This is an optimization exercise on Yosys and OpenROAD, whose aim is small area, a short achievable clock period and few clock cycles per item, not a production implementation.
Function was checked by simulation only, so behaviour that the tests miss may differ from the original.
Power figures rest on the tool's default switching activity, not on a simulated workload.

==> flow/design.v (outline; a module is shown in full before it is edited, if it fits) <==
// module mult_16x16: 2259 lines
module mult_16x16 (
  input  logic        clk,
  input  logic        rst_n,
  input  logic        in_valid,
  output logic        in_ready,
  input  logic [15:0] in_a,
  input  logic [15:0] in_b,
  output logic        out_valid,
  input  logic        out_ready,
  output logic [31:0] out_product
);
  // ...
==> flow/flow/run.sh <==
#!/bin/bash
# Own flow: the standard layout (standard.sh), with Yosys's synth run with -noabc so the
# pre-mapping "abc -fast" pass does not run before ORFS extracts full/half adders (it leaves
# the adders with inverted polarity and an inverter on most adder-to-adder nets). The rest of
# synthesis (-nofsm -noshare via synth_recipe.tcl, flatten, rename) and every later step are the
# standard ones. Each tool's output goes to a log file in the work folder.
set -euo pipefail
extra=()
if [[ -f flow/extra.mk ]]; then
  while read -r line; do [[ -n "$line" && "$line" != \#* ]] && extra+=("$line"); done < flow/extra.mk
fi
bash standard.sh SYNTH_ARGS=-noabc "${extra[@]}" finish > standard_flow.log 2>&1
==> flow/standard.sh <==
#!/bin/bash
# synth_recipe.tcl (not shown) runs the flow's synth.tcl, then flattens the netlist and writes it again
# the make line also repeats each setting of config.mk as NAME=value (left out here)
make -C /OpenROAD-flow-scripts/flow DESIGN_CONFIG=/design/flow/config.mk WORK_HOME=/design/flow/orfs CLKGATE_MAP_FILE= SYNTH_SCRIPT=/design/flow/synth_recipe.tcl "${@:-finish}"
==> flow/config.mk <==
export PLATFORM = sky130hd
export DESIGN_NAME = mult_16x16
export DESIGN_NICKNAME = mult_16x16
export VERILOG_FILES = /design/flow/design.v
export SDC_FILE = /design/flow/constraint.sdc
export NUM_CORES = 4
export LEC_CHECK = 0
export CAP_MARGIN = 20
export CORE_MARGIN = 2
export CORE_UTILIZATION = 40
export CTS_BUF_LIST = sky130_fd_sc_hd__clkbuf_4 sky130_fd_sc_hd__clkbuf_8
export SETUP_SLACK_MARGIN = 1.6
export SLEW_MARGIN = 20
==> flow/constraint.sdc <==
create_clock -name core_clock -period 4.0 [get_ports {clk}]
set_input_delay 0.8000 -clock core_clock [delete_from_list [all_inputs] [get_ports {clk}]]
set_output_delay 0.8000 -clock core_clock [all_outputs]
set_load 0.01 [all_outputs]
==> run summary, run 1 <==
post-synthesis sequential area ratio=44.41%; via/cell ratio=4.988; top cells by area, synth=edfxtp_1 44%, fa_1 30%, and2_1 12%; worst hold path endpoint=s705_q2; clock buffer depth=2; met3 Usage GRT=3.639%; Worst EP required=4240 ps; status=timing/DRC/antenna clean; synth unique cells=43; Largest Register=v; Tap Cells=442; most numerous cell on the critical path=fa_2; hold_buf cts=0; Hold Path Depth=0; vias in the first global route=7874; GPL Wtd Cong=0.8070; Switching Fraction=33.91%; Clock Skew=17.91 ps; fin util=48.29%; I/O Pins=70; max reg flops=3; PwrDens=562.0 mW/mm^2; Pint=5.836 mW; Synth top area share=43.96%; synth warn=1; CP Launch Point=s511_q1; Setup CP Type=flop to flop; #MultiIn Comb=612; Non-Filler Instances=1415; final-layout non-clock buffer area share=8.130%; WHS=427.3 ps; antenna diode instance count=1; worst min-delay path startpoint=s705_q1; Worst Setup Start Kind=flop; final net count=1237; Pwr top=combinational cells; P_leak=6.184 nW; Total Routing Usage GR=19.26%; Reg area=0.005856 mm^2; CP endpoint=h745_q2; Post-Synth Simple-Gate Area=13.93%; FFs & Latches=196; slowest stage cell, crit path=fa_1; area grow syn2layout=19.17%
Testbench counts, summed over its fixed seeds: cycles 32,024, items 32,000.
==> run 2: changes to the inputs <==
--- a/flow/config.mk
+++ b/flow/config.mk
@@ -6,7 +6,8 @@
 export NUM_CORES = 4
 export LEC_CHECK = 0
+export ABC_AREA = 1
 export CAP_MARGIN = 20
 export CORE_MARGIN = 2
-export CORE_UTILIZATION = 40
+export CORE_UTILIZATION = 60
 export CTS_BUF_LIST = sky130_fd_sc_hd__clkbuf_4 sky130_fd_sc_hd__clkbuf_8
 export SETUP_SLACK_MARGIN = 1.6
==> run 2 against run 1 <==
Power is 3.4% higher. Combinational power up 7.4%. Count of clock-buffer cells in the layout down 1. Clock power increased by 7%. Sequential share of layout area fell by 2.1 points. Synthesized cell count up 45%. Register-to-register slack worse by 30 ps.
==> run summary, run 2 <==
Routed Antenna Nets=0; max cap viols=0; largest net degree at the start of global routing=110; # rows=55; commonest non-fill, non-tap cell in the layout=nand2_1; clock buffer depth=2 (unchanged); top cells by area, synth=edfxtp_1 42%, fa_1 28%, nand2_1 9.2%; Syn Std Cell Area=0.01391 mm^2; Critical Path AT=2770 ps; most area-hungry cell type in the Yosys netlist=edfxtp_1; Reg2Reg Launch Point=c486_q1; Hold Crit Class=flop to flop; Worst EP required=4240 ps (about the same); HPWL after detailed placement=21060 um; Skew-Pair Late Insertion Delay=490 ps; drt drc=0; Fmax=0.3952 GHz; area grow syn2layout=19.77%; EDFF count, synth=193; Syn Area/Cell=10.87 um^2; count of state elements after synthesis=196; TritonCTS clock tree=done; Post-synth ARST share=0%; commonest non-fill, non-tap cells in the layout=308 x nand2_1, 267 x inv_1, 193 x edfxtp_1, 126 x fa_2, 83 x buf_4; max reg flops=3 (unchanged); Clock transition at path regs=110 ps; routed length per instance=19.06 um; top-count cell post-synth=nand2_1; slew margin rel.=51.94%; synth unique cells=30 (-30%); fin util=73.34% (+25 points); TritonCTS sink count=196; worst min-delay path startpoint=h767_q1; First-pass DRT Iterations=5; P_leak=8.585 nW (+39%); Peak supply drop=0.0002660 V; via/cell ratio=5.242 (+5.1%); Die H=156.2 um; total congestion overflow=0; I/O Pins=70 (unchanged); CP Launch Point=c486_q1; synth warn=1 (unchanged); Post-Synthesis Net Count=1557; WHS=414.7 ps (-12.66 ps); GPL Wtd Cong=0.8540 (+5.8%); worst-path fanout max=1; drt total wl=31980 um; Via Count=8796; status=timing/DRC/antenna clean; final net count=1658 (+34%); CP endpoint kind=flop; initial antenna violation count=2; Total Routing Usage GR=28.50% (+9.2 points); fin crit period=2531 ps; Die Footprint=0.02441 mm^2; Synth top area share=41.68% (-2.3 points); initial core utilization=61.23%; Synth top cells by count=339 x nand2_1, 303 x inv_1, 197 x fa_1, 193 x edfxtp_1, 64 x clkbuf_1; placed inst area=0.01515 mm^2; H-tree levels=4; final instance area=0.01665 mm^2; root buffer cell=clkbuf_8; die width=156.2 um; layout cell share with drive strength beyond 1=28.79%; PwrDens=548.0 mW/mm^2 (-2.5%); vias in the first global route=9119 (+16%); Fin Setup TNS=0 ps; Synth Instances=1279; actual slew at the worst max-slew pin=719.4 ps; IO Port Bufs=69; antenna diode instance count=0 (-1); Setup CP Type=flop to flop; final setup vio count=0; Largest Register=v; core area=0.02271 mm^2; Period Utilization, post-route=63.26%; Final Hold Vio Count=0; main flop type after synthesis=edfxtp_1; number of DRC markers in iteration 0=807; Clock Skew=21.42 ps (+3.510 ps); clock buffer count from CTS=17; post-synthesis sequential area ratio=42.11% (-2.3 points); Slew Limit Fails=0; first-pass GRT wire length=50290 um; RSZ-0062 raised after global routing=yes; Worst Setup Start Kind=flop
[run 2: cell types whose count changed in the layout (fill, tap and decap cells not counted), sizes merged, moves of 5 or more]
cell | before | now
a21o | 13 | 3
a21oi | 11 | 17
and2 | 256 | 0
buf | 78 | 130
inv | 14 | 306
nand2 | 7 | 347
nand3 | 4 | 28
nand4 | 1 | 6
nor2 | 9 | 19
nor2b | 5 | 0
xnor2 | 16 | 5
[run 2: layer usage]
layer	track usage [%]	part of all wire, %	vias up
met5	0	0.041	-
met2	43.17	44	463
met4	8.694	2.5	2
li1	-	-	3982
met3	8.114	10	61
met1	40.79	43	4288
[run 2: stage by stage]
step	cells	setup slack [ps]	power, mW
final	1678	1469	9.127
after CTS	1669	1468	8.989
after floorplan	1279	1229	6.346
after global routing	1678	1429	9.856
after global placement	1574	390.6	7.300
after detailed placement	1574	386.2	7.454
[run 2: kinds of logic after synthesis]
kind of cell               share of synthesized area [%]
AOI/OAI and AO/OA                                  1.332
xor gates and xnor gates                          0.7558
adders and majority gates                          32.48
buffers and inverters                              11.63
DFF                                                42.11
and+or+nand+nor                                    11.69
[run 2: worst max-delay path, stage by stage (launching register included)]
cell      delay [ps]
edfxtp_1         420
fa_2             420
fa_2             360
fa_2             350
fa_1             540
ha_4             210
[run 2: final timing paths]
check	cells past startpoint	endpoint	slack, ps
worst min-delay path	0	h767_q2	410
worst max register to register	5	h745_q2	1470
worst max-delay path	5	h745_q2	1470
worst min register to register	0	h767_q2	410
[run 2: area by class of cell]
cell class | instances | area [um^2]
well taps | 285 | 356.6
fillers | 1537 | 6055
repair buffers | 177 | 1916
clock inverters | 15 | 170.2
multi-input cells | 685 | 6974
inverters | 303 | 1147
clock buffers | 17 | 234.0
flip-flops and latches | 196 | 5857
[run 2: power breakdown]
part           switching, mW  internal (mW)  leakage [nW]
registers              0.302           3.30          2.16
clock network          0.779          0.521         0.199
logic                   2.25           1.97          6.23
total                   3.33           5.80          8.58
[run 2: what timing repair did]
| item | 4_1_cts | 5_1_grt |
|---|---|---|
| hold buffers | 0 | 0 |
| endpoints found under the setup margin | 170 | 57 |
| setup buffers | 48 | 9 |
| resized for setup | 231 | 62 |
| cloned | 15 | 0 |
| pin swaps | 39 | 49 |
==> run 3: changes to the inputs <==
--- a/flow/config.mk
+++ b/flow/config.mk
@@ -6,8 +6,7 @@
 export NUM_CORES = 4
 export LEC_CHECK = 0
-export ABC_AREA = 1
 export CAP_MARGIN = 20
 export CORE_MARGIN = 2
-export CORE_UTILIZATION = 60
+export CORE_UTILIZATION = 80
 export CTS_BUF_LIST = sky130_fd_sc_hd__clkbuf_4 sky130_fd_sc_hd__clkbuf_8
 export SETUP_SLACK_MARGIN = 1.6
==> run 3 against run 2 <==
Sequential share of layout area rose by 3.9 points. Die area fell by 28%. Core utilization rose by 20 points. Critical path type unchanged. Fmax fell by 5.7%. Global-route usage rose by 17 points. Power rose by 16%. Still clean on timing, DRC and antenna. Sequential power rose by 7.5%. Clock power rose by 3%. Worst setup slack got worse by 150 ps.
==> run summary, run 3 <==
Total Routing Usage GR=45.51% (+17 points); fin crit period=2683 ps (+152.5 ps); HPWL after detailed placement=22470 um (+6.7%); Reg2Reg Launch Point=s509_q1; IO Port Bufs=69 (unchanged); drt total wl=42340 um (+32%); drt drc=0 (unchanged); root buffer cell=clkbuf_8; # rows=46 (-16%); Slew Limit Fails=0 (unchanged); largest net degree at the start of global routing=110 (unchanged); Post-synth ARST share=0% (unchanged); Post-Synthesis Net Count=1159 (-26%); Flop pwr share=36.6% (-2.9 points); hold_buf cts=0 (unchanged); max cap viols=0 (unchanged); Peak supply drop=0.0005782 V (+120%); top cells by area, synth=edfxtp_1 44%, fa_1 30%, and2_1 12%; Fin Setup TNS=0 ps (unchanged); main flop type after synthesis=edfxtp_1; First-pass DRT Iterations=6 (+1); placed inst area=0.01426 mm^2 (-5.9%); number of DRC markers in iteration 0=1765 (+120%); Clock Skew=18.24 ps (-3.182 ps); initial core utilization=82.41% (+21 points); Synth top area share=43.96% (+2.3 points); Clock transition at path regs=110 ps (about the same); layout cell share with drive strength beyond 1=31.51% (+2.7 points); first-pass GRT wire length=56120 um (+12%); GPL Wtd Cong=0.9462 (+11%); actual slew at the worst max-slew pin=785.0 ps (+65.63 ps); most numerous cell on the critical path=fa_2; worst min-delay path startpoint=y918_q2; Fmax=0.3727 GHz (-5.7%); post-synthesis sequential area ratio=44.41% (+2.3 points); EDFF count, synth=193 (unchanged); CP endpoint kind=flop; max reg flops=3 (unchanged); Pint=6.357 mW (+9.7%); Switching Fraction=39.78% (+3.3 points); fill cell count=402 (-74%); Slowest Stage Delay on Critical Path=630 ps (+90 ps); slew margin rel.=47.67% (-4.3 points); Largest Register=v; synth warn=1 (unchanged); I/O Pins=70 (unchanged); Die H=132.4 um (-15%); Setup CP Type=flop to flop; Hold Path Depth=0 (unchanged); final instance area=0.01499 mm^2 (-10%); Period Utilization, post-route=67.08% (+3.8 points); final net count=1195 (-28%); Worst EP required=4240 ps (about the same); Clk pwr share=12.7% (-1.5 points); P_leak=5.922 nW (-31%); area grow syn2layout=13.67%; TritonCTS clock tree=done; top-count cell post-synth=and2_1; worst hold path endpoint=y918_q3; H-tree levels=4 (unchanged); Syn Std Cell Area=0.01319 mm^2 (-5.2%); Die Footprint=0.01752 mm^2 (-28%); Skew-Pair Late Insertion Delay=500 ps (about the same); initial antenna violation count=2 (unchanged); clock buffer depth=2 (unchanged); clock buffer count from CTS=17 (unchanged); Reg2Reg Setup Slack=1320 ps (-150 ps); die width=132.4 um (-15%); most area-hungry cell type in the Yosys netlist=edfxtp_1; Synth Instances=881 (-31%); routed length per instance=36.85 um (+93%); synth unique cells=43 (+43%); Via Count=8784 (-0.14%); Critical Path AT=2930 ps (+160 ps); Routed Antenna Nets=0 (unchanged); reg-to-reg critical path endpoint=s551_q2; CP Cell Sequence=fa_2 -> fa_2 -> fa_2 -> fa_2; commonest non-fill, non-tap cell in the layout=and2_1; vias in the first global route=8881 (-2.6%); via/cell ratio=7.645 (+46%); total congestion overflow=0 (unchanged); PwrDens=704.4 mW/mm^2 (+29%); core area=0.01600 mm^2 (-30%); Reg2Reg Depth=4 (-1); commonest non-fill, non-tap cells in the layout=198 x and2_1, 193 x edfxtp_1, 114 x fa_2, 83 x fa_1, 58 x and2_4; worst-path fanout max=1 (unchanged); Hold Crit Class=flop to flop; Logic pwr share=50.7% (+4.4 points); RSZ-0062 raised after global routing=yes; Syn Area/Cell=14.97 um^2 (+38%); count of state elements after synthesis=196 (unchanged); sw power=4.200 mW (+26%); Final Hold Vio Count=0 (unchanged); Synth top cells by count=256 x and2_1, 197 x fa_1, 193 x edfxtp_1, 45 x ha_1, 33 x clkbuf_1; final setup vio count=0 (unchanged); slowest stage cell, crit path=fa_2; Worst Setup Start Kind=flop; status=timing/DRC/antenna clean; TritonCTS sink count=196 (unchanged)
run 3: cell count changes after synthesis, sizes merged, moves of 3 or more:
cell and delta:
a21o +10, a21oi -6, a31oi +3, and2 +256
clkbuf -31, inv -295, nand2 -339, nand2b +3
nand3 -24, nand4 -5, nor2 -10, nor2b +5
nor3b +3, xnor2 +11
run 3: routing by layer:
layer / up-vias / track usage (%) / share of wire [%]
met2: 1165 / 72.39 / 45
met3: 353 / 15.80 / 16
met4: 2 / 25.39 / 9.3
li1: 2989 / - / -
met1: 4275 / 55.31 / 30
met5: - / 0 / 0.11
run 3: worst max-delay path by stage:
| stage | to | cells after the start | slack [ps] | startpoint |
|---|---|---|---|---|
| after floorplan | s437_q1 | 5 | 1330 | in_a[8] |
| after global placement | s437_q1 | 5 | 340 | in_a[6] |
| after detailed placement | s437_q1 | 5 | 350 | in_a[10] |
| after CTS | h745_q2 | 5 | 1410 | s509_q1 |
| after global routing | s551_q2 | 4 | 1330 | s509_q1 |
| final | s551_q2 | 4 | 1320 | s509_q1 |
run 3: timing repair:
item	in CTS	in global routing
buffers inserted	5	4
pin swaps	13	22
gates resized for setup	204	50
endpoints found under the hold margin	0	0
setup endpoints to repair	134	45
run 3: cell type report:
type / count / area (um^2) / share of cell area [%]
tap: 216 / 270.3 / 1.803
multi-input combinational: 612 / 7684 / 51.27
antenna: 3 / 7.507 / 0.05009
clock inverter: 13 / 142.6 / 0.9517
timing repair buffer: 82 / 742.0 / 4.951
inverter: 8 / 30.03 / 0.2004
sequential: 196 / 5856 / 39.07
clock buffer: 19 / 255.2 / 1.703
run 3: logic make-up (layout without fill, tap and decap cells):
kind of cell | Yosys count | count (layout) | synth area share [%]
flops | 196 | 196 | 44.41
xor+xnor | 25 | 25 | 1.661
simple gates | 299 | 299 | 13.93
fa+ha+maj | 243 | 243 | 34.26
compound gates | 45 | 45 | 2.752
buf+inv | 73 | 122 | 2.989
other cells | 0 | 3 | 0
run 3: metrics by stage:
stage / worst slack [ps] / hold slack, ps / cells / power (mW) / utilization [%]
after detailed placement: 349.9 / 404.5 / 1105 / 7.583 / 89.13
after CTS: 1414 / 424.6 / 1142 / 9.382 / 92.24
after global placement: 338.0 / 400.6 / 1105 / 7.000 / 89.13
final: 1317 / 430.1 / 1149 / 10.56 / 93.67
after global routing: 1332 / 433.0 / 1146 / 10.75 / 93.62
after floorplan: 1332 / 400.3 / 881 / 6.215 / -
run 3: power groups by stage:
stage | Clock (mW) | Combinational (mW) | Sequential, mW
finish | 1.34 | 5.35 | 3.87
global route | 1.40 | 5.47 | 3.88
CTS | 1.31 | 4.33 | 3.74
detailed placement | 0 | 3.85 | 3.74
global placement | 0 | 3.34 | 3.66
floorplan | 0 | 2.62 | 3.59
run 3: worst max-delay path, delay by kind of cell (launching register included):
family	cells	cell delay, ps
adder cells (fa/ha/maj)	4	1990
flip-flops	1	440
==> run 4: changes to the inputs <==
==> flow/flow/extra.mk (new file) <==
ADDER_MAP_FILE=
--- a/flow/config.mk
+++ b/flow/config.mk
@@ -8,5 +8,5 @@
 export CAP_MARGIN = 20
 export CORE_MARGIN = 2
-export CORE_UTILIZATION = 80
+export CORE_UTILIZATION = 70
 export CTS_BUF_LIST = sky130_fd_sc_hd__clkbuf_4 sky130_fd_sc_hd__clkbuf_8
 export SETUP_SLACK_MARGIN = 1.6
==> run 4 against run 3 <==
Still clean. Non-clock buffer count up 83. Power down 5.8%. Sequential power fell by 2%. Count of clock-buffer cells in the layout fell by 1. Die area is 26% higher. First-iteration DRC count is 40% lower. Combinational power fell by 9.2%. Cell count up 60%. Core utilization down 12 points. Hold slack got worse by 8.3 ps. Critical endpoint is now c462_q1. Highest routed layer is now met4.
==> run summary, run 4 <==
status=timing/DRC/antenna clean; final instance area=0.01662 mm^2 (+11%); Final Hold Vio Count=0 (unchanged); Reg2Reg Setup Slack=1570 ps (+250 ps); first-pass GRT wire length=51130 um (-8.9%); sw power=3.650 mW (-13%); CP Launch Point=in_b[7]; vias in the first global route=10.01k (+13%); fin crit period=2436 ps (-246.8 ps); layout cell share with drive strength beyond 1=14.26% (-17 points); H-tree levels=4 (unchanged); via/cell ratio=5.707 (-25%); Peak supply drop=0.0002647 V (-54%); initial antenna violation count=0 (-2); Synth Instances=1472 (+67%); Flop pwr share=38.0% (+1.4 points); Slowest Stage Delay on Critical Path=500 ps (-130 ps); total congestion overflow=0 (unchanged); TritonCTS sink count=196 (unchanged); most area-hungry cell type in the Yosys netlist=edfxtp_1; GPL Wtd Cong=0.9393 (-0.73%); Critical Path AT=2670 ps (-260 ps); reg-to-reg critical path endpoint=y941_q3; I/O Pins=70 (unchanged); Setup CP Type=primary input to flop; final setup vio count=0 (unchanged); Worst EP required=4230 ps (about the same); die width=148.3 um (+12%); synth unique cells=51 (+19%); worst-path fanout max=7 (+6); routed length per instance=17.76 um (-52%); clock buffer depth=2 (unchanged); WHS=421.8 ps (-8.313 ps); Reg2Reg Depth=8 (+4); Period Utilization, post-route=60.91% (-6.2 points); antenna diode instance count=0 (-3); Logic pwr share=48.9% (-1.8 points); drt total wl=32690 um (-23%); Hold Crit Class=flop to flop; EDFF count, synth=193 (unchanged); max cap viols=0 (unchanged); Post-Synthesis Net Count=1508 (+30%); root buffer cell=clkbuf_8; IO Port Bufs=69 (unchanged); final net count=1594 (+33%); max reg flops=3 (unchanged); Pint=6.292 mW (-1.0%); top-count cell post-synth=nand2_1; Fin Setup TNS=0 ps (unchanged); CP endpoint=c462_q1; count of state elements after synthesis=196 (unchanged); Die Footprint=0.02200 mm^2 (+26%); slew margin rel.=51.99% (+4.3 points); PwrDens=598.3 mW/mm^2 (-15%); Slew Limit Fails=0 (unchanged); commonest non-fill, non-tap cell in the layout=nand2_1; area grow syn2layout=13.99%; Total Routing Usage GR=30.12% (-15 points); CP Cell Sequence=clkdlybuf4s50_1 -> buf_6 -> buf_4 -> nand2_1 -> xor2_1 -> xnor2_1 -> maj3_2 -> maj3_1; Clock transition at path regs=110 ps (about the same); Post-synth ARST share=0% (unchanged); post-synthesis sequential area ratio=40.17% (-4.2 points); drt drc=0 (unchanged); CP endpoint kind=flop; Skew-Pair Late Insertion Delay=470 ps (-30 ps); P_leak=6.217 nW (+5.0%); Fmax=0.4105 GHz (+10%); Die H=148.3 um (+12%); placed inst area=0.01550 mm^2 (+8.7%); actual slew at the worst max-slew pin=715.0 ps (-69.98 ps); TritonCTS clock tree=done; First-pass DRT Iterations=5 (-1); commonest non-fill, non-tap cells in the layout=295 x nand2_1, 287 x xnor2_1, 193 x edfxtp_1, 153 x xor2_1, 130 x maj3_1; # rows=52 (+13%); initial core utilization=71.58% (-11 points); Routed Antenna Nets=0 (unchanged); Switching Fraction=36.71% (-3.1 points); total power=9.942 mW (-5.8%); Synth top cells by count=296 x nand2_1, 294 x xnor2_1, 193 x edfxtp_1, 162 x maj3_1, 155 x xor2_1; Synth top area share=39.76% (-4.2 points); HPWL after detailed placement=23240 um (+3.4%); slack of the critical path=1564 ps (+246.8 ps); slowest stage cell, crit path=clkdlybuf4s50_1; synth warn=1 (unchanged); Reg2Reg Launch Point=G834_q2; Worst Setup Start Kind=primary input; dpl ws=530.0 ps (+180.0 ps); Syn Std Cell Area=0.01458 mm^2 (+11%); Via Count=10.51k (+20%); number of DRC markers in iteration 0=1052 (-40%); Syn Area/Cell=9.903 um^2 (-34%); largest net degree at the start of global routing=110 (unchanged); Largest Register=v; Clk pwr share=13.1% (+0.4 points); RSZ-0062 raised after global routing=yes; Clock Skew=19.29 ps (+1.049 ps); core area=0.02036 mm^2 (+27%); clock buffer count from CTS=17 (unchanged); top cells by area, synth=edfxtp_1 40%, xnor2_1 18%, maj3_1 11%; main flop type after synthesis=edfxtp_1
-- run 4: cell types whose count changed in the layout (fill, tap and decap cells not counted), moves of 28 or more --
cell,change
and2_4,-58
inv_1,+28
fa_2,-114
nand2_1,+289
maj3_1,+130
xor2_1,+145
nor2_1,+30
buf_4,+47
fa_1,-83
and2_1,-186
maj3_2,+37
xnor2_1,+271
-- run 4: through the flow --
| step | cells | utilization (%) |
|---|---|---|
| 4_1_cts | 1823 | 80.56 |
| 2_1_floorplan | 1472 | - |
| 3_5_place_dp | 1756 | 76.14 |
| 6_report | 1841 | 81.60 |
| 3_3_place_gp | 1756 | 76.14 |
| 5_1_grt | 1841 | 81.60 |
-- run 4: logic make-up (layout without fill, tap and decap cells) --
logic type,count (synthesis),in the layout,share of synthesized area [%]
adders and majority gates,168,168,11.59
DFF,196,196,40.17
muxes,4,4,0.2747
and+or+nand+nor,387,387,10.75
buffers and inverters,135,234,4.300
AOI/OAI and AO/OA,132,132,5.785
xor gates and xnor gates,450,450,27.14
-- run 4: per-layer routing --
layer,GRT usage (%),wire [um],vias up
met2,45.97,14330,459
met1,44.17,14330,4886
met5,0,0,-
li1,-,-,5078
met3,5.920,3121,84
met4,8.667,918,0
-- run 4: worst min-delay path by stage --
stage                        from       to  slack [ps]  cells after the start
after global placement    y923_q2  y923_q3         400                      0
after floorplan           c706_q1  c706_q2         400                      0
after detailed placement  y923_q2  y923_q3         410                      0
after CTS                 g768_q1  g768_q2         420                      0
final                     g768_q1  g768_q2         420                      0
after global routing      y923_q2  y923_q3         440                      0
-- run 4: repair_timing --
| item | 4_1_cts | 5_1_grt |
|---|---|---|
| pin swaps | 13 | 15 |
| gates resized for setup | 105 | 44 |
| hold buffers | 0 | 0 |
| cloned | 4 | 1 |
| setup buffers | 31 | 17 |
| endpoints found under the hold margin | 0 | 0 |
| setup endpoints to repair | 92 | 47 |
-- run 4: worst max-delay path, delay by kind of cell --
kind,cells,cell delay (ps)
xor gates and xnor gates,2,340
and+or+nand+nor,1,70
adders and majority gates,2,680
buffers and inverters,3,780
-- run 4: final cells by class --
class | count | area (um^2)
multi-input cells | 1141 | 8290
flip-flops and latches | 196 | 5856
fillers | 1293 | 3747
repair buffers | 165 | 1570
well taps | 270 | 337.8
clock buffers | 18 | 241.5
clock inverters | 14 | 182.7
inverters | 37 | 138.9
-- run 4: power groups by stage --
stage / registers, mW / clock network [mW] / logic (mW)
5_1_grt: 3.85 / 1.39 / 5.32
4_1_cts: 3.77 / 1.32 / 4.69
3_5_place_dp: 3.82 / 0 / 4.48
3_3_place_gp: 3.78 / 0 / 4.32
6_report: 3.78 / 1.30 / 4.86
2_1_floorplan: 3.67 / 0 / 3.75
==> run 5: changes to the inputs <==
--- a/flow/config.mk
+++ b/flow/config.mk
@@ -10,4 +10,4 @@
 export CORE_UTILIZATION = 70
 export CTS_BUF_LIST = sky130_fd_sc_hd__clkbuf_4 sky130_fd_sc_hd__clkbuf_8
-export SETUP_SLACK_MARGIN = 1.6
+export SETUP_SLACK_MARGIN = 1.4
 export SLEW_MARGIN = 20
removed: flow/flow/extra.mk
==> run 5 against run 4 <==
Still clean on timing, DRC and antenna. Non-clock buffer count is 87 lower. Critical path depth is 2 lower. Sequential share of layout area rose by 5.2 points. Clock skew fell by 0.66 ps. Sequential power decreased by 3%. Clock power is essentially flat.
==> run summary, run 5 <==
status=timing/DRC/antenna clean; EDFF count, synth=193 (unchanged); clock buffer depth=2 (unchanged); max cap viols=0 (unchanged); Total Routing Usage GR=29.89% (-0.24 points); Synth Instances=881 (-40%); TritonCTS sink count=196 (unchanged); drt total wl=27870 um (-15%); slack of the critical path=1370 ps (-194.2 ps); IO Port Bufs=69 (unchanged); die width=141.2 um (-4.8%); Post-Synthesis Net Count=1159 (-23%); Syn Std Cell Area=0.01319 mm^2 (-9.6%); synth warn=1 (unchanged); Hold Crit Class=flop to flop; HPWL after detailed placement=19710 um (-15%); actual slew at the worst max-slew pin=888.2 ps (+173.2 ps); Worst EP required=4200 ps (-30 ps); worst-path fanout max=9 (+2); drt drc=0 (unchanged); largest net degree at the start of global routing=110 (unchanged); most area-hungry cell type in the Yosys netlist=edfxtp_1; Post-Synth XOR/XNOR Area=1.661% (-25 points); GPL Wtd Cong=0.9483 (+0.96%); Fmax=0.3802 GHz (-7.4%); main flop type after synthesis=edfxtp_1; Final Hold Vio Count=0 (unchanged); Die H=141.2 um (-4.8%); synth unique cells=43 (-16%); top cells by area, synth=edfxtp_1 44%, fa_1 30%, and2_1 12%; top-count cell post-synth=and2_1; fin crit period=2630 ps (+194.2 ps); final setup vio count=0 (unchanged); Post-synth ARST share=0% (unchanged); Largest Register=v; Critical Path AT=2830 ps (+160 ps); Routed Antenna Nets=0 (unchanged); initial antenna violation count=1 (+1); slew margin rel.=40.58% (-11 points); Period Utilization, post-route=65.76% (+4.9 points); root buffer cell=clkbuf_8; H-tree levels=4 (unchanged); max reg flops=3 (unchanged); # rows=50 (-3.8%); final net count=1191 (-25%); layout cell share with drive strength beyond 1=21.38% (+7.1 points); area grow syn2layout=9.936%; CP endpoint kind=flop; commonest non-fill, non-tap cells in the layout=223 x and2_1, 193 x edfxtp_1, 124 x fa_1, 73 x fa_2, 44 x ha_1; Skew-Pair Late Insertion Delay=480 ps (about the same); Clock transition at path regs=110 ps (about the same); clock buffer count from CTS=17 (unchanged); Via Count=7038 (-33%); initial core utilization=70.96% (-0.62 points); I/O Pins=70 (unchanged); PwrDens=599.0 mW/mm^2 (+0.12%); number of DRC markers in iteration 0=544 (-48%); Worst Setup Start Kind=primary input; core area=0.01858 mm^2 (-8.8%); hold_buf cts=0 (unchanged); total congestion overflow=0 (unchanged); first-pass GRT wire length=43530 um (-15%); dpl ws=348.9 ps (-181.0 ps); commonest non-fill, non-tap cell in the layout=and2_1; largest family of logic cells by synthesized area=adder cells; TritonCTS clock tree=done; Clock Skew=18.63 ps (-0.6558 ps); First-pass DRT Iterations=5 (unchanged); RSZ-0062 raised after global routing=yes; P_leak=5.873 nW (-5.5%); Compound-Gate Fraction of Synth Area=2.752% (-3.0 points); Synth top cells by count=256 x and2_1, 197 x fa_1, 193 x edfxtp_1, 45 x ha_1, 33 x clkbuf_1; Syn Area/Cell=14.97 um^2 (+51%); mux cell area share after synthesis=0% (-0.27 points); count of state elements after synthesis=196 (unchanged); Adder-Cell Fraction of Synth Area=34.26% (+23 points); Fin Setup TNS=0 ps (unchanged); Post-Synth Simple-Gate Area=13.93% (+3.2 points); Setup CP Type=primary input to flop; Die Footprint=0.01995 mm^2 (-9.3%); Peak supply drop=0.0002541 V (-4.0%); Synth top area share=43.96% (+4.2 points); Slew Limit Fails=0 (unchanged); post-synthesis sequential area ratio=44.41% (+4.2 points); routed length per instance=24.03 um (+35%); antenna diode instance count=0 (unchanged); via/cell ratio=6.067 (+6.3%); vias in the first global route=7717 (-23%)
[run 5: cell count changes in the layout (fill, tap and decap cells not counted), sizes merged, moves of 14 or more]
| cell | previous run | this run |
|---|---|---|
| nor2 | 40 | 9 |
| a21oi | 37 | 11 |
| buf | 94 | 30 |
| and2 | 12 | 256 |
| nand2 | 296 | 7 |
| inv | 44 | 14 |
| fa | 0 | 197 |
| xor2 | 155 | 9 |
| xnor2 | 294 | 16 |
| o21ai | 34 | 4 |
| ha | 0 | 45 |
| o21a | 15 | 1 |
| maj3 | 168 | 1 |
[run 5: final cells by class]
| class | count | area (um^2) |
|---|---|---|
| Multi-Input combinational cell | 612 | 7237 |
| Sequential cell | 196 | 5856 |
| Fill cell | 1034 | 4085 |
| Timing Repair Buffer | 78 | 674.4 |
| Tap cell | 234 | 292.8 |
| Clock buffer | 18 | 241.5 |
| Clock inverter | 14 | 163.9 |
| Inverter | 8 | 30.03 |
[run 5: final timing paths]
path,cells after the start,slack (ps),from,end
max,6,1370,in_b[3],s413_q1
min,0,420,s707_q1,s707_q2
max reg2reg,7,1430,c326_q1,y927_q2
min reg2reg,0,420,s707_q1,s707_q2
[run 5: critical path: stages]
cell and delay [ps]:
clkdlybuf4s15_2 270, buf_4 210, and2_4 170, fa_2 480
fa_2 400, fa_1 490
[run 5: what timing repair did]
| action | 4_1_cts | 5_1_grt |
|---|---|---|
| setup endpoints to repair | 95 | 21 |
| setup buffers | 1 | 0 |
| pin swaps | 5 | 4 |
| gates resized for setup | 106 | 41 |
[run 5: routing by layer]
layer  routed length [um]  GRT usage (%)  vias up
li1                     -              -     2978
met1                11720          43.92     3712
met2                13510          46.12      302
met3                 2168          7.133       44
met4                  451          8.211        2
met5                   13              0        -
[run 5: through the flow]
step,instance area [um^2],hold WS (ps),instances,power [mW],utilization [%]
6_report,14500,417.1,1160,8.683,78.01
5_1_grt,14500,427.6,1160,9.272,78.01
4_1_cts,14580,417.6,1160,8.658,78.48
3_5_place_dp,14150,404.5,1127,7.338,76.16
3_3_place_gp,14150,403.6,1127,7.015,76.16
2_1_floorplan,13630,400.3,881,6.138,-
[run 5: cells by family (layout without fill, tap and decap cells)]
kind of cell | count (synthesis) | in the layout
XOR/XNOR | 25 | 25
flip-flops | 196 | 196
AND/OR/NAND/NOR | 299 | 299
buffers and inverters | 73 | 118
AO/OA/AOI/OAI | 45 | 45
adder cells (fa/ha/maj) | 243 | 243
[run 5: power by group]
part | total (mW) | internal (mW) | switching, mW
logic | 3.72 | 1.81 | 1.91
clock network | 1.29 | 0.530 | 0.764
registers | 3.67 | 3.32 | 0.350
total | 8.68 | 5.66 | 3.02
==> run 6: changes to the inputs <==
--- a/flow/config.mk
+++ b/flow/config.mk
@@ -10,4 +10,4 @@
 export CORE_UTILIZATION = 70
 export CTS_BUF_LIST = sky130_fd_sc_hd__clkbuf_4 sky130_fd_sc_hd__clkbuf_8
-export SETUP_SLACK_MARGIN = 1.4
+export SETUP_SLACK_MARGIN = 1.8
 export SLEW_MARGIN = 20
==> run 6 against run 5 <==
Still clean. Critical path depth decreased by 1. Fmax rose by 3.6%. Core utilization rose by 7.3 points. First-iteration DRC count rose by 20%. Clock power is 6% higher. Sequential power up 1%. Flip-flop and latch count did not move. Count of clock-buffer cells in the layout unchanged. Largest power group unchanged.
==> run summary, run 6 <==
status=timing/DRC/antenna clean; CP Cell Sequence=fa_2 -> fa_2 -> fa_2 -> fa_1 -> ha_2; core area=0.01858 mm^2 (unchanged); PwrDens=604.4 mW/mm^2 (+0.91%); worst-path fanout max=1 (-8); initial antenna violation count=1 (unchanged); Via Count=7319 (+4.0%); Reg2Reg Launch Point=c486_q1; Non-Filler Instances=1186 (+2.2%); Hold Crit Class=flop to flop; Worst Setup Start Kind=flop; met2 usage=48.95% (+2.8 points); Synth top cells by count=256 x and2_1, 197 x fa_1, 193 x edfxtp_1, 45 x ha_1, 33 x clkbuf_1; commonest non-fill, non-tap cell in the layout=edfxtp_1; slowest stage cell, crit path=fa_1; max cap viols=0 (unchanged); TritonCTS sink count=196 (unchanged); fin crit period=2538 ps (-92.60 ps); drt drc=0 (unchanged); H-tree levels=4 (unchanged); most area-hungry cell type in the Yosys netlist=edfxtp_1; vias in the first global route=7911 (+2.5%); Setup CP Type=flop to flop; Critical Path AT=2760 ps (-70 ps); largest net degree at the start of global routing=110 (unchanged); drt total wl=30430 um (+9.2%); layout cell share with drive strength beyond 1=41.39% (+20 points); Reg2Reg Depth=5 (-2); final setup vio count=0 (unchanged); TritonCTS clock tree=done; synth unique cells=43 (unchanged); max reg flops=3 (unchanged); synth warn=1 (unchanged); worst min-delay path startpoint=h709_q2; reg-to-reg critical path endpoint=h745_q2; Fmax=0.3940 GHz (+3.6%); Worst Path Buf+Inv=0 (-2); Syn Std Cell Area=0.01319 mm^2 (unchanged); Skew-Pair Late Insertion Delay=460 ps (-20 ps); Die Footprint=0.01995 mm^2 (unchanged); worst hold path endpoint=h709_q3; hold_buf cts=0 (unchanged); IO Port Bufs=69 (unchanged); GPL Wtd Cong=0.9293 (-2.0%); total congestion overflow=0 (unchanged); actual slew at the worst max-slew pin=683.0 ps (-205.2 ps); Final Hold Vio Count=0 (unchanged); initial core utilization=70.96% (unchanged); Clock Skew=13.92 ps (-4.717 ps); count of state elements after synthesis=196 (unchanged); area grow syn2layout=20.19%; antenna diode instance count=0 (unchanged); Clock transition at path regs=100 ps (about the same); Syn Area/Cell=14.97 um^2 (unchanged); slew margin rel.=54.47% (+14 points); top cells by area, synth=edfxtp_1 44%, fa_1 30%, and2_1 12%; fill cell count=796 (-23%); Largest Register=v; RSZ-0062 raised after global routing=yes; routed length per instance=25.65 um (+6.8%); P_leak=6.298 nW (+7.2%); clock buffer depth=2 (unchanged); Top delay family on crit path=adder cells; HPWL after detailed placement=20200 um (+2.5%); first-pass GRT wire length=46470 um (+6.8%); met3 Usage GRT=9.783% (+2.6 points); Routed Antenna Nets=0 (unchanged); Reg2Reg Setup Slack=1460 ps (+30 ps); Fin Setup TNS=0 ps (unchanged); Slowest Stage Delay on Critical Path=500 ps (about the same); main flop type after synthesis=edfxtp_1; Synth top area share=43.96% (unchanged); CP endpoint kind=flop; die width=141.2 um (unchanged); First-pass DRT Iterations=5 (unchanged); GR Util met1=46.58% (+2.7 points); Post-synth ARST share=0% (unchanged); final net count=1217 (+2.2%); Period Utilization, post-route=63.45% (-2.3 points); Slew Limit Fails=0 (unchanged); Worst EP required=4220 ps (+20 ps); Synth Instances=881 (unchanged); clock buffer count from CTS=17 (unchanged); # rows=50 (unchanged); Most Crowded Layer GR=met2; Die H=141.2 um (unchanged); via/cell ratio=6.171 (+1.7%); Total Routing Usage GR=32.23% (+2.3 points); I/O Pins=70 (unchanged); post-synthesis sequential area ratio=44.41% (unchanged); EDFF count, synth=193 (unchanged); Hold Path Depth=0 (unchanged); number of DRC markers in iteration 0=651 (+20%); top-count cell post-synth=and2_1; Peak supply drop=0.0003051 V (+20%); dpl cells=1126 (-0.089%); root buffer cell=clkbuf_8; Post-Synthesis Net Count=1159 (unchanged); most numerous cell on the critical path=fa_2; commonest non-fill, non-tap cells in the layout=193 x edfxtp_1, 152 x and2_1, 139 x fa_2, 104 x and2_4, 58 x fa_1
-- run 6: cell counts after synthesis --
No cell type changed its count.
-- run 6: kinds of logic (layout without fill, tap and decap cells) --
kind of cell / after synthesis / in the layout / share of synthesized area [%]
adders and majority gates: 243 / 243 / 34.26
AOI/OAI and AO/OA: 45 / 45 / 2.752
and+or+nand+nor: 299 / 299 / 13.93
DFF: 196 / 196 / 44.41
buffers and inverters: 73 / 144 / 2.989
xor gates and xnor gates: 25 / 25 / 1.661
-- run 6: worst register-to-register path: stages (launching register included) --
cell and delay, ps:
edfxtp_1 420, fa_2 420, fa_2 360, fa_2 350, fa_1 500, ha_2 270
-- run 6: through the flow --
step	cell area [um^2]	total power, mW	util (%)	setup slack (ps)	hold slack [ps]
floorplan	14070	6.360	-	1332	400.3
global placement	14440	7.214	77.70	313.9	402.2
detailed placement	14440	7.487	77.70	293.9	404.5
CTS	15610	9.242	83.99	1481	419.4
global route	15850	10.16	85.29	1411	430.2
finish	15850	9.579	85.29	1462	420.6
-- run 6: timing repair --
action | 4_1_cts | 5_1_grt
pin swaps | 95 | 41
gates resized for setup | 332 | 50
setup endpoints to repair | 180 | 75
gates cloned | 5 | 0
buffers inserted | 17 | 6
-- run 6: final cells by class --
type | instances | area [um^2] | area share, %
Multi-Input combinational cell | 612 | 7890 | 49.79
Timing Repair Buffer | 104 | 1343 | 8.472
Tap cell | 234 | 292.8 | 1.847
Sequential cell | 196 | 5857 | 36.96
Clock inverter | 14 | 193.9 | 1.224
Clock buffer | 18 | 241.5 | 1.524
Inverter | 8 | 30.03 | 0.1895
-- run 6: layer usage --
metal	routed length (um)	up-vias
met1	12230	3791
met4	653	2
met2	14270	423
li1	-	3041
met5	17	-
met3	3262	62
-- run 6: power by group --
part           internal (mW)  switching (mW)  total (mW)
clock network          0.645           0.726        1.37
registers               3.33           0.387        3.72
logic                   2.35            2.14        4.49
-- run 6: worst max path at each step --
stage          startpoint  slack [ps]  cells past startpoint      end
3_5_place_dp      in_a[6]         290                      5  s437_q1
3_3_place_gp      in_a[3]         310                      5  s437_q1
4_1_cts           c486_q1        1480                      5  h745_q2
2_1_floorplan     in_a[8]        1330                      5  s437_q1
5_1_grt           c486_q1        1410                      5  h745_q2
6_report          c486_q1        1460                      5  h745_q2
==> run 7: changes to the inputs <==
--- a/flow/config.mk
+++ b/flow/config.mk
@@ -10,4 +10,4 @@
 export CORE_UTILIZATION = 70
 export CTS_BUF_LIST = sky130_fd_sc_hd__clkbuf_4 sky130_fd_sc_hd__clkbuf_8
-export SETUP_SLACK_MARGIN = 1.8
+export SETUP_SLACK_MARGIN = 1.6
 export SLEW_MARGIN = 20
==> run 7 against run 6 <==
Design area decreased by 6.1%. Synthesized cell count unchanged. Hold slack improved by 1.3 ps. Count of clock-buffer cells in the layout increased by 1. Critical path type unchanged.
==> run summary, run 7 <==
status=timing/DRC/antenna clean; Synth Instances=881 (unchanged); initial antenna violation count=1 (unchanged); synth warn=1 (unchanged); commonest non-fill, non-tap cells in the layout=201 x and2_1, 193 x edfxtp_1, 113 x fa_2, 84 x fa_1, 55 x and2_4; top cells by area, synth=edfxtp_1 44%, fa_1 30%, and2_1 12%; TritonCTS clock tree=done; number of DRC markers in iteration 0=589 (-9.5%); Clock Skew=12.69 ps (-1.231 ps); Skew-Pair Late Insertion Delay=470 ps (about the same); Hold Path Depth=0 (unchanged); Hold Crit Class=flop to flop; routed length per instance=24.53 um (-4.4%); reg-to-reg critical path endpoint=h745_q2; Routed Antenna Nets=0 (unchanged); GPL Wtd Cong=0.9016 (-3.0%); final net count=1199 (-1.5%); Die H=141.2 um (unchanged); final setup vio count=0 (unchanged); Syn Area/Cell=14.97 um^2 (unchanged); Synth top area share=43.96% (unchanged); via/cell ratio=6.144 (-0.44%); synth unique cells=43 (unchanged); most area-hungry cell type in the Yosys netlist=edfxtp_1; Period Utilization, post-route=62.92% (-0.53 points); top-count cell post-synth=and2_1; Top delay family on crit path=adder cells; Largest Register=v; TritonCTS sink count=196 (unchanged); Total Routing Usage GR=30.41% (-1.8 points); CP endpoint kind=flop; clock buffer count from CTS=17 (unchanged); root buffer cell=clkbuf_8; worst min-delay path startpoint=h709_q2; count of state elements after synthesis=196 (unchanged); first-pass GRT wire length=43900 um (-5.5%); PwrDens=603.0 mW/mm^2 (-0.23%); main flop type after synthesis=edfxtp_1; most numerous cell on the critical path=fa_2; worst-path fanout max=1 (unchanged); # rows=50 (unchanged); Reg2Reg Setup Slack=1480 ps (+20 ps); Reg2Reg Launch Point=s511_q1; Worst EP required=4230 ps (about the same); clock buffer depth=2 (unchanged); IO Port Bufs=69 (unchanged); Worst Setup Start Kind=flop; Syn Std Cell Area=0.01319 mm^2 (unchanged); actual slew at the worst max-slew pin=889.4 ps (+206.4 ps); HPWL after detailed placement=19810 um (-1.9%); Critical Path AT=2750 ps (about the same); commonest non-fill, non-tap cell in the layout=and2_1; P_leak=5.943 nW (-5.6%); fin crit period=2517 ps (-21.19 ps); Post-synth ARST share=0% (unchanged); RSZ-0062 raised after global routing=yes; Fmax=0.3973 GHz (+0.84%); Synth top cells by count=256 x and2_1, 197 x fa_1, 193 x edfxtp_1, 45 x ha_1, 33 x clkbuf_1; Slew Limit Fails=0 (unchanged); Final Hold Vio Count=0 (unchanged); Fin Setup TNS=0 ps (unchanged); worst hold path endpoint=h709_q3; Reg2Reg Depth=5 (unchanged); slowest stage cell, crit path=fa_2; hold_buf cts=0 (unchanged); max cap viols=0 (unchanged); slew margin rel.=40.64% (-14 points); I/O Pins=70 (unchanged); initial core utilization=70.96% (unchanged); Worst Path Buf+Inv=0 (unchanged); CP Cell Sequence=fa_2 -> fa_2 -> fa_2 -> fa_2 -> ha_1; drt drc=0 (unchanged); Post-Synthesis Net Count=1159 (unchanged); Peak supply drop=0.0002819 V (-7.6%); EDFF count, synth=193 (unchanged); post-synthesis sequential area ratio=44.41% (unchanged); First-pass DRT Iterations=5 (unchanged); core area=0.01858 mm^2 (unchanged); total congestion overflow=0 (unchanged); largest net degree at the start of global routing=63 (-43%); die width=141.2 um (unchanged); max reg flops=3 (unchanged); Clock transition at path regs=100 ps (about the same); drt total wl=28670 um (-5.8%); area grow syn2layout=12.83%; Die Footprint=0.01995 mm^2 (unchanged); layout cell share with drive strength beyond 1=30.09% (-11 points); Setup CP Type=flop to flop; Slowest Stage Delay on Critical Path=430 ps (-70 ps); total power=8.971 mW (-6.3%); Via Count=7182 (-1.9%); H-tree levels=4 (unchanged); vias in the first global route=7947 (+0.46%)
-- run 7: changes by cell type in the layout (fill, tap and decap cells not counted), moves of 6 or more --
cell | before | now
clkbuf_4 | 1 | 7
fa_1 | 58 | 84
ha_1 | 20 | 32
fa_2 | 139 | 113
ha_4 | 17 | 6
buf_12 | 13 | 1
buf_6 | 23 | 6
and2_1 | 152 | 201
and2_4 | 104 | 55
buf_8 | 14 | 1
buf_4 | 14 | 34
-- run 7: report_power, final --
group / switching [mW] / internal, mW
registers: 0.356 / 3.33
clock network: 0.751 / 0.595
logic: 1.96 / 1.99
-- run 7: what timing repair did --
item                       CTS  global route
resized for setup          201            25
cloned                       2             0
setup endpoints to repair  122            30
setup buffers                8             0
pin swaps                   15            13
-- run 7: routing by layer --
metal	GRT usage (%)	vias up	routed length, um
li1	-	2988	-
met1	42.51	3785	11710
met2	47.27	367	13660
met3	8.458	42	2788
met4	10.42	0	512
met5	0	-	0
-- run 7: final cells by class --
class	count	area, um^2
well taps	234	292.8
repair buffers	86	773.2
clock buffers	19	249.0
clock inverters	13	170.2
inverters	8	30.03
diodes	1	2.502
flip-flops and latches	196	5856
fillers	1016	3704
multi-input cells	612	7503
-- run 7: metrics by stage --
step / cells / util [%] / hold WS (ps) / setup WS, ps / cell area [um^2]
after floorplan: 881 / - / 400.3 / 1332 / 13890
after global placement: 1126 / 76.93 / 403.2 / 299.1 / 14290
after detailed placement: 1126 / 76.93 / 404.5 / 264.6 / 14290
after CTS: 1168 / 79.54 / 424.9 / 1477 / 14780
after global routing: 1168 / 80.05 / 432.7 / 1407 / 14870
final: 1169 / 80.07 / 421.9 / 1483 / 14880
-- run 7: kinds of logic (layout without fill, tap and decap cells) --
family                   count (synthesis)  after routing  share of synthesized area (%)
other                                    0              1                              0
adder cells (fa/ha/maj)                243            243                          34.26
flip-flops                             196            196                          44.41
XOR/XNOR                                25             25                          1.661
AND/OR/NAND/NOR                        299            299                          13.93
AO/OA/AOI/OAI                           45             45                          2.752
buffers and inverters                   73            126                          2.989
-- run 7: worst max path at each step --
stage                     endpoint    start  slack [ps]  depth (start not counted)
after floorplan            s437_q1  in_a[8]        1330                          5
after global placement     s437_q1  in_b[4]         300                          5
after detailed placement   s437_q1  in_a[6]         260                          5
after CTS                  h745_q2  s511_q1        1480                          5
after global routing       h745_q2  s511_q1        1410                          5
final                      h745_q2  s511_q1        1480                          5
==> run 8: changes to the inputs <==
--- a/flow/config.mk
+++ b/flow/config.mk
@@ -6,8 +6,8 @@
 export NUM_CORES = 4
 export LEC_CHECK = 0
-export CAP_MARGIN = 20
+export CAP_MARGIN = 0
 export CORE_MARGIN = 2
 export CORE_UTILIZATION = 70
 export CTS_BUF_LIST = sky130_fd_sc_hd__clkbuf_4 sky130_fd_sc_hd__clkbuf_8
 export SETUP_SLACK_MARGIN = 1.6
-export SLEW_MARGIN = 20
+export SLEW_MARGIN = 0
==> run 8 against run 7 <==
Largest cell class unchanged. Combinational power is essentially flat. Routed wire length grew 0.15%. Global-route usage is the same. First-iteration DRC count grew 8.7%. Highest routed layer unchanged. Still clean on timing, DRC and antenna. Sequential power is essentially flat. Non-clock buffer count is the same. Cell count is the same. Core utilization is essentially flat. Die area is the same. Critical path type unchanged.
==> run summary, run 8 <==
Post-Synth Simple-Gate Area=13.93% (unchanged); Die H=141.2 um (unchanged); PwrDens=602.9 mW/mm^2 (about the same); Syn Std Cell Area=0.01319 mm^2 (unchanged); fin util=80.04% (about the same); top cells by area, synth=edfxtp_1 44%, fa_1 30%, and2_1 12%; routed length per instance=24.56 um (+0.15%); Logic pwr share=44.0% (about the same); max reg flops=3 (unchanged); Routed Antenna Nets=0 (unchanged); final instance area=0.01487 mm^2 (about the same); Pint=5.907 mW (about the same); Critical Path AT=2740 ps (about the same); H-tree levels=4 (unchanged); initial core utilization=70.96% (unchanged); Final Hold Vio Count=0 (unchanged); Post-Synth XOR/XNOR Area=1.661% (unchanged); Worst EP required=4220 ps (about the same); Post-synth ARST share=0% (unchanged); Die Footprint=0.01995 mm^2 (unchanged); main flop type after synthesis=edfxtp_1; drt drc=0 (unchanged); Worst Setup Start Kind=flop; count of state elements after synthesis=196 (unchanged); RSZ-0062 raised after global routing=yes; status=timing/DRC/antenna clean; slew margin rel.=20.75% (-20 points); Fmax=0.3967 GHz (-0.16%); total power=8.966 mW (about the same); Slew Limit Fails=0 (unchanged); most area-hungry cell type in the Yosys netlist=edfxtp_1; IO Port Bufs=69 (unchanged); Compound-Gate Fraction of Synth Area=2.752% (unchanged); Adder-Cell Fraction of Synth Area=34.26% (unchanged); CP endpoint kind=flop; Setup CP Type=flop to flop; Via Count=7215 (+0.46%); drt total wl=28710 um (+0.15%); synth warn=1 (unchanged); final net count=1199 (unchanged); mux cell area share after synthesis=0% (unchanged); HPWL after detailed placement=19810 um (unchanged); synth unique cells=43 (unchanged); fin crit period=2521 ps (+4.000 ps); Post-Synthesis Net Count=1159 (unchanged); Top delay family on crit path=adder cells; top-count cell post-synth=and2_1; Largest Register=v; layout cell share with drive strength beyond 1=30.09% (unchanged); P_leak=5.930 nW (-0.22%); total congestion overflow=0 (unchanged); hold_buf cts=0 (unchanged); I/O Pins=70 (unchanged); commonest non-fill, non-tap cell in the layout=and2_1; slowest stage cell, crit path=fa_1; via/cell ratio=6.172 (+0.46%); core area=0.01858 mm^2 (unchanged); Synth Instances=881 (unchanged); max cap viols=0 (unchanged); First-pass DRT Iterations=5 (unchanged); TritonCTS sink count=196 (unchanged); clock buffer depth=2 (unchanged); Skew-Pair Late Insertion Delay=460 ps (about the same); Peak supply drop=0.0002821 V (about the same); Clock Skew=11.43 ps (-1.258 ps); most numerous cell on the critical path=fa_2; root buffer cell=clkbuf_8; Fin Setup TNS=0 ps (unchanged); EDFF count, synth=193 (unchanged); Worst Path Buf+Inv=0 (unchanged); largest family of logic cells by synthesized area=adder cells; final setup vio count=0 (unchanged); Clk pwr share=15.0% (about the same); Period Utilization, post-route=63.02% (+0.10 points); vias in the first global route=7947 (unchanged); Clock transition at path regs=100 ps (about the same); largest net degree at the start of global routing=63 (unchanged); Flop pwr share=41.1% (about the same); Total Routing Usage GR=30.41% (unchanged); GPL Wtd Cong=0.9016 (unchanged); CP Cell Sequence=fa_2 -> fa_2 -> fa_2 -> fa_1 -> ha_1; fill cell count=1017 (+0.098%); Hold Crit Class=flop to flop; worst-path fanout max=1 (unchanged); actual slew at the worst max-slew pin=1185 ps (+295.2 ps); # rows=50 (unchanged); Slowest Stage Delay on Critical Path=450 ps (+20 ps); placed inst area=0.01429 mm^2 (unchanged); post-synthesis sequential area ratio=44.41% (unchanged); Syn Area/Cell=14.97 um^2 (unchanged); sw power=3.060 mW (-0.15%); Synth top cells by count=256 x and2_1, 197 x fa_1, 193 x edfxtp_1, 45 x ha_1, 33 x clkbuf_1; Switching Fraction=34.13% (about the same); die width=141.2 um (unchanged); commonest non-fill, non-tap cells in the layout=201 x and2_1, 193 x edfxtp_1, 113 x fa_2, 84 x fa_1, 55 x and2_4; initial antenna violation count=1 (unchanged); area grow syn2layout=12.79% (about the same); first-pass GRT wire length=43900 um (unchanged); number of DRC markers in iteration 0=640 (+8.7%); clock buffer count from CTS=17 (unchanged); TritonCTS clock tree=done; Synth top area share=43.96% (unchanged)
-- run 8: cell types whose count changed in the layout (fill, tap and decap cells not counted) --
cell / change
nand2_2: +1
nand2_4: -1
-- run 8: per-stage QoR --
step	hold slack [ps]	instances	worst slack, ps
3_5_place_dp	404.5	1126	264.6
3_3_place_gp	403.2	1126	299.1
4_1_cts	424.9	1168	1477
2_1_floorplan	400.3	881	1332
5_1_grt	432.7	1168	1407
6_report	420.1	1169	1479
-- run 8: power groups by stage --
| stage | registers [mW] | logic [mW] | clock network [mW] |
|---|---|---|---|
| 2_1_floorplan | 3.59 | 2.62 | 0 |
| 3_5_place_dp | 3.72 | 3.63 | 0 |
| 4_1_cts | 3.68 | 3.80 | 1.36 |
| 5_1_grt | 3.75 | 4.33 | 1.43 |
| 3_3_place_gp | 3.67 | 3.39 | 0 |
| 6_report | 3.68 | 3.94 | 1.34 |
-- run 8: layout make-up --
class	count	area, um^2	share of cell area (%)
Multi-Input combinational cell	612	7498	50.42
Sequential cell	196	5856	39.37
Tap cell	234	292.8	1.969
Clock buffer	19	249.0	1.674
Antenna cell	1	2.502	0.01683
Inverter	8	30.03	0.2019
Clock inverter	13	170.2	1.144
Timing Repair Buffer	86	773.2	5.199
-- run 8: final timing paths --
check        depth (start not counted)    start  slack (ps)  endpoint
min reg2reg                          0  h709_q2         420   h709_q3
min                                  0  h709_q2         420   h709_q3
max reg2reg                          5  s511_q1        1480   h745_q2
max                                  5  s511_q1        1480   h745_q2
-- run 8: repair_timing --
| item | CTS | global route |
|---|---|---|
| pin swaps | 15 | 13 |
| setup buffers | 8 | 0 |
| setup endpoints to repair | 122 | 30 |
| cloned | 2 | 0 |
| gates resized for setup | 201 | 25 |
-- run 8: kinds of logic (layout without fill, tap and decap cells) --
group / count (synthesis) / in the layout
flip-flops: 196 / 196
other: 0 / 1
AO/OA/AOI/OAI: 45 / 45
adder cells (fa/ha/maj): 243 / 243
XOR/XNOR: 25 / 25
AND/OR/NAND/NOR: 299 / 299
buffers and inverters: 73 / 126
-- run 8: per-layer routing --
layer | GRT usage [%] | share of wire, % | up-vias | wire length, um
met1 | 42.51 | 41 | 3796 | 11840
met2 | 47.27 | 47 | 377 | 13600
met3 | 8.458 | 9.3 | 54 | 2671
li1 | - | - | 2988 | -
met5 | 0 | 0 | - | 0
met4 | 10.42 | 2.1 | 0 | 598
==> run 9: changes to the inputs <==
==> flow/flow/extra.mk (new file) <==
BUFFER_PORTS_ARGS=-buffer_cell sky130_fd_sc_hd__buf_2
--- a/flow/config.mk
+++ b/flow/config.mk
@@ -6,8 +6,8 @@
 export NUM_CORES = 4
 export LEC_CHECK = 0
-export CAP_MARGIN = 0
+export CAP_MARGIN = 20
 export CORE_MARGIN = 2
 export CORE_UTILIZATION = 70
 export CTS_BUF_LIST = sky130_fd_sc_hd__clkbuf_4 sky130_fd_sc_hd__clkbuf_8
-export SETUP_SLACK_MARGIN = 1.6
-export SLEW_MARGIN = 0
+export SETUP_SLACK_MARGIN = 1.7
+export SLEW_MARGIN = 20
==> run 9 against run 8 <==
Critical path type unchanged. Die area is the same. Clock skew up 10 ps. Global-route usage decreased by 0.15 points. Register-to-register slack got worse by 40 ps.
==> run summary, run 9 <==
Flop pwr share=39.5% (-1.6 points); Largest Register=v; TritonCTS sink count=196 (unchanged); HPWL after detailed placement=20060 um (+1.3%); TritonCTS clock tree=done; First-pass DRT Iterations=5 (unchanged); Via Count=7024 (-2.6%); Slew Limit Fails=0 (unchanged); synth warn=1 (unchanged); Reg2Reg Setup Slack=1440 ps (-40 ps); Post-synth ARST share=0% (unchanged); clock buffer count from CTS=17 (unchanged); main flop type after synthesis=edfxtp_1; Synth Instances=881 (unchanged); Post-Synthesis Net Count=1159 (unchanged); initial antenna violation count=2 (+1); hold_buf cts=0 (unchanged); Switching Fraction=35.69% (+1.6 points); IO Port Bufs=69 (unchanged); sw power=3.338 mW (+9.1%); most area-hungry cell type in the Yosys netlist=edfxtp_1; H-tree levels=4 (unchanged); top-count cell post-synth=and2_1; worst-path fanout max=1 (unchanged); GPL Wtd Cong=0.8949 (-0.74%); Period Utilization, post-route=63.93% (+0.91 points); CP Cell Sequence=fa_2 -> fa_2 -> fa_2 -> fa_1 -> ha_4; Fmax=0.3910 GHz (-1.4%); slowest stage cell, crit path=fa_1; commonest non-fill, non-tap cells in the layout=193 x edfxtp_1, 189 x and2_1, 120 x fa_2, 77 x fa_1, 67 x and2_4; Peak supply drop=0.0003071 V (+8.9%); vias in the first global route=7779 (-2.1%); P_leak=5.957 nW (+0.46%); placed inst area=0.01397 mm^2 (-2.3%); PwrDens=625.9 mW/mm^2 (+3.8%); max reg flops=3 (unchanged); final setup vio count=0 (unchanged); Pint=6.015 mW (+1.8%); EDFF count, synth=193 (unchanged); Routed Antenna Nets=0 (unchanged); post-synthesis sequential area ratio=44.41% (unchanged); Logic pwr share=45.9% (+1.9 points); RSZ-0062 raised after global routing=yes; Setup CP Type=flop to flop; Die Footprint=0.01995 mm^2 (unchanged); actual slew at the worst max-slew pin=903.1 ps (-281.5 ps); fin crit period=2557 ps (+36.58 ps); clock buffer depth=2 (unchanged); max cap viols=0 (unchanged); routed length per instance=24.55 um (about the same); count of state elements after synthesis=196 (unchanged); Total Routing Usage GR=30.25% (-0.15 points); # rows=50 (unchanged); area grow syn2layout=13.34%; final instance area=0.01494 mm^2 (+0.49%); Skew-Pair Late Insertion Delay=470 ps (about the same); Die H=141.2 um (unchanged); die width=141.2 um (unchanged); Hold Crit Class=flop to flop; initial core utilization=70.96% (unchanged); Clk pwr share=14.5% (-0.5 points); top cells by area, synth=edfxtp_1 44%, fa_1 30%, and2_1 12%; Syn Area/Cell=14.97 um^2 (unchanged); status=timing/DRC/antenna clean; Syn Std Cell Area=0.01319 mm^2 (unchanged); via/cell ratio=6.050 (-2.0%); I/O Pins=70 (unchanged); CP endpoint kind=flop; Critical Path AT=2780 ps (+40 ps); largest net degree at the start of global routing=68 (+7.9%); slew margin rel.=39.79% (+19 points); most numerous cell on the critical path=fa_2; layout cell share with drive strength beyond 1=37.15% (+7.1 points); root buffer cell=clkbuf_8; total congestion overflow=0 (unchanged); core area=0.01858 mm^2 (unchanged); first-pass GRT wire length=43760 um (-0.31%); Final Hold Vio Count=0 (unchanged); Worst EP required=4230 ps (about the same); Synth top area share=43.96% (unchanged); Worst Setup Start Kind=flop; drt drc=0 (unchanged); Clock Skew=21.92 ps (+10.49 ps); commonest non-fill, non-tap cell in the layout=edfxtp_1; final net count=1191 (-0.67%); Fin Setup TNS=0 ps (unchanged); number of DRC markers in iteration 0=530 (-17%); Clock transition at path regs=110 ps (about the same); synth unique cells=43 (unchanged); drt total wl=28500 um (-0.75%); Synth top cells by count=256 x and2_1, 197 x fa_1, 193 x edfxtp_1, 45 x ha_1, 33 x clkbuf_1; Slowest Stage Delay on Critical Path=550 ps (+100 ps)
run 9: cell type report:
class	count	area, um^2
repair buffers	78	613.1
well taps	234	292.8
clock inverters	15	203.9
clock buffers	17	234.0
fillers	981	3636
diodes	1	2.502
flip-flops and latches	196	5856
inverters	8	30.03
multi-input cells	612	7712
run 9: power groups by stage:
| stage | Clock [mW] | Combinational [mW] | Sequential [mW] |
|---|---|---|---|
| 2_1_floorplan | 0 | 2.67 | 3.59 |
| 4_1_cts | 1.38 | 3.93 | 3.68 |
| 3_5_place_dp | 0 | 3.58 | 3.71 |
| 5_1_grt | 1.45 | 4.75 | 3.77 |
| 6_report | 1.36 | 4.30 | 3.70 |
| 3_3_place_gp | 0 | 3.30 | 3.66 |
run 9: stage by stage:
step,hold slack (ps),utilization (%),power [mW],setup WS (ps),cells
floorplan,400.3,-,6.265,1332,881
CTS,424.4,79.38,8.994,1442,1154
global route,439.7,80.42,9.975,1403,1160
global placement,401.9,75.18,6.967,1039,1121
finish,427.3,80.43,9.354,1443,1161
detailed placement,404.5,75.18,7.295,1036,1121
run 9: logic make-up after synthesis:
family	after synthesis	share of synthesized area [%]
adder cells (fa/ha/maj)	243	34.26
flip-flops	196	44.41
buffers and inverters	73	2.989
AND/OR/NAND/NOR	299	13.93
XOR/XNOR	25	1.661
AO/OA/AOI/OAI	45	2.752
run 9: final timing paths:
kind              startpoint      end  depth (start not counted)
setup / recovery     c486_q1  h745_q2                          5
hold / removal       y919_q2  y919_q3                          0
setup reg to reg     c486_q1  h745_q2                          5
hold reg to reg      y919_q2  y919_q3                          0
run 9: worst max-delay path, delay by kind of cell (launching register included):
kind,cells,cell delay (ps)
adder cells (fa/ha/maj),5,1910
flip-flops,1,430
run 9: timing repair:
action                                  CTS  global route
gates resized for setup                  82            28
pin swaps                                22            26
buffers inserted                          1             6
endpoints found under the setup margin   62            39
run 9: routing by layer:
layer  track usage (%)  vias to the layer above  share of wire (%)  wire, um
met2             46.88                      313                 48     13550
met5                 0                        -              0.046        13
met4             7.368                        2                1.9       539
met3             10.36                       42                9.0      2562
met1             42.40                     3688                 42     11840
li1                  -                     2979                  -         -

==> separate check: timing with driven ports <==
How much do the figures lean on ideal ports? The routed layouts below were timed once more, with nothing changed but the port constraints. Step 1 sets driving cells, clkbuf_16 on the clock port and buf_2 on the other inputs (assumed; they add their load-dependent delay and slew). Step 2 also shifts input and output timing later by t, the mid clock arrival at the registers, as if the neighbouring blocks saw the same clock. Three values: ideal ports, drivers, drivers and shift; two values: the first two.
run | t, ns | slack for setup (ns) | worst hold slack (ns) | pins driven straight from the clock port
run 1 | 0.514 | 1.496 / 1.496 / 1.091 | 0.427 / 0.427 / 0.427 | 1
run 2 | 0.518 | 1.469 / 1.469 / 1.081 | 0.415 / 0.415 / 0.415 | 1
run 3 | 0.536 | 1.317 / 1.317 / 1.005 | 0.430 / 0.430 / 0.430 | 1
run 4 | 0.508 | 1.564 / 1.563 / 1.055 | 0.422 / 0.422 / 0.422 | 1
run 5 | 0.512 | 1.370 / 1.391 / 0.878 | 0.417 / 0.417 / 0.417 | 1
run 6 | 0.499 | 1.462 / 1.462 / 1.123 | 0.421 / 0.421 / 0.421 | 1
run 7 | 0.507 | 1.483 / 1.483 / 1.068 | 0.422 / 0.422 / 0.422 | 1
run 8 | 0.497 | 1.479 / 1.479 / 1.075 | 0.420 / 0.420 / 0.420 | 1
run 9 | 0.500 | 1.443 / 1.443 / 1.182 | 0.427 / 0.427 / 0.427 | 1
After both steps setup and hold are still met in every run listed. For run 4, which loses most, drivers alone change the setup slack by -0.001 ns; drivers and shift together by -0.509 ns.
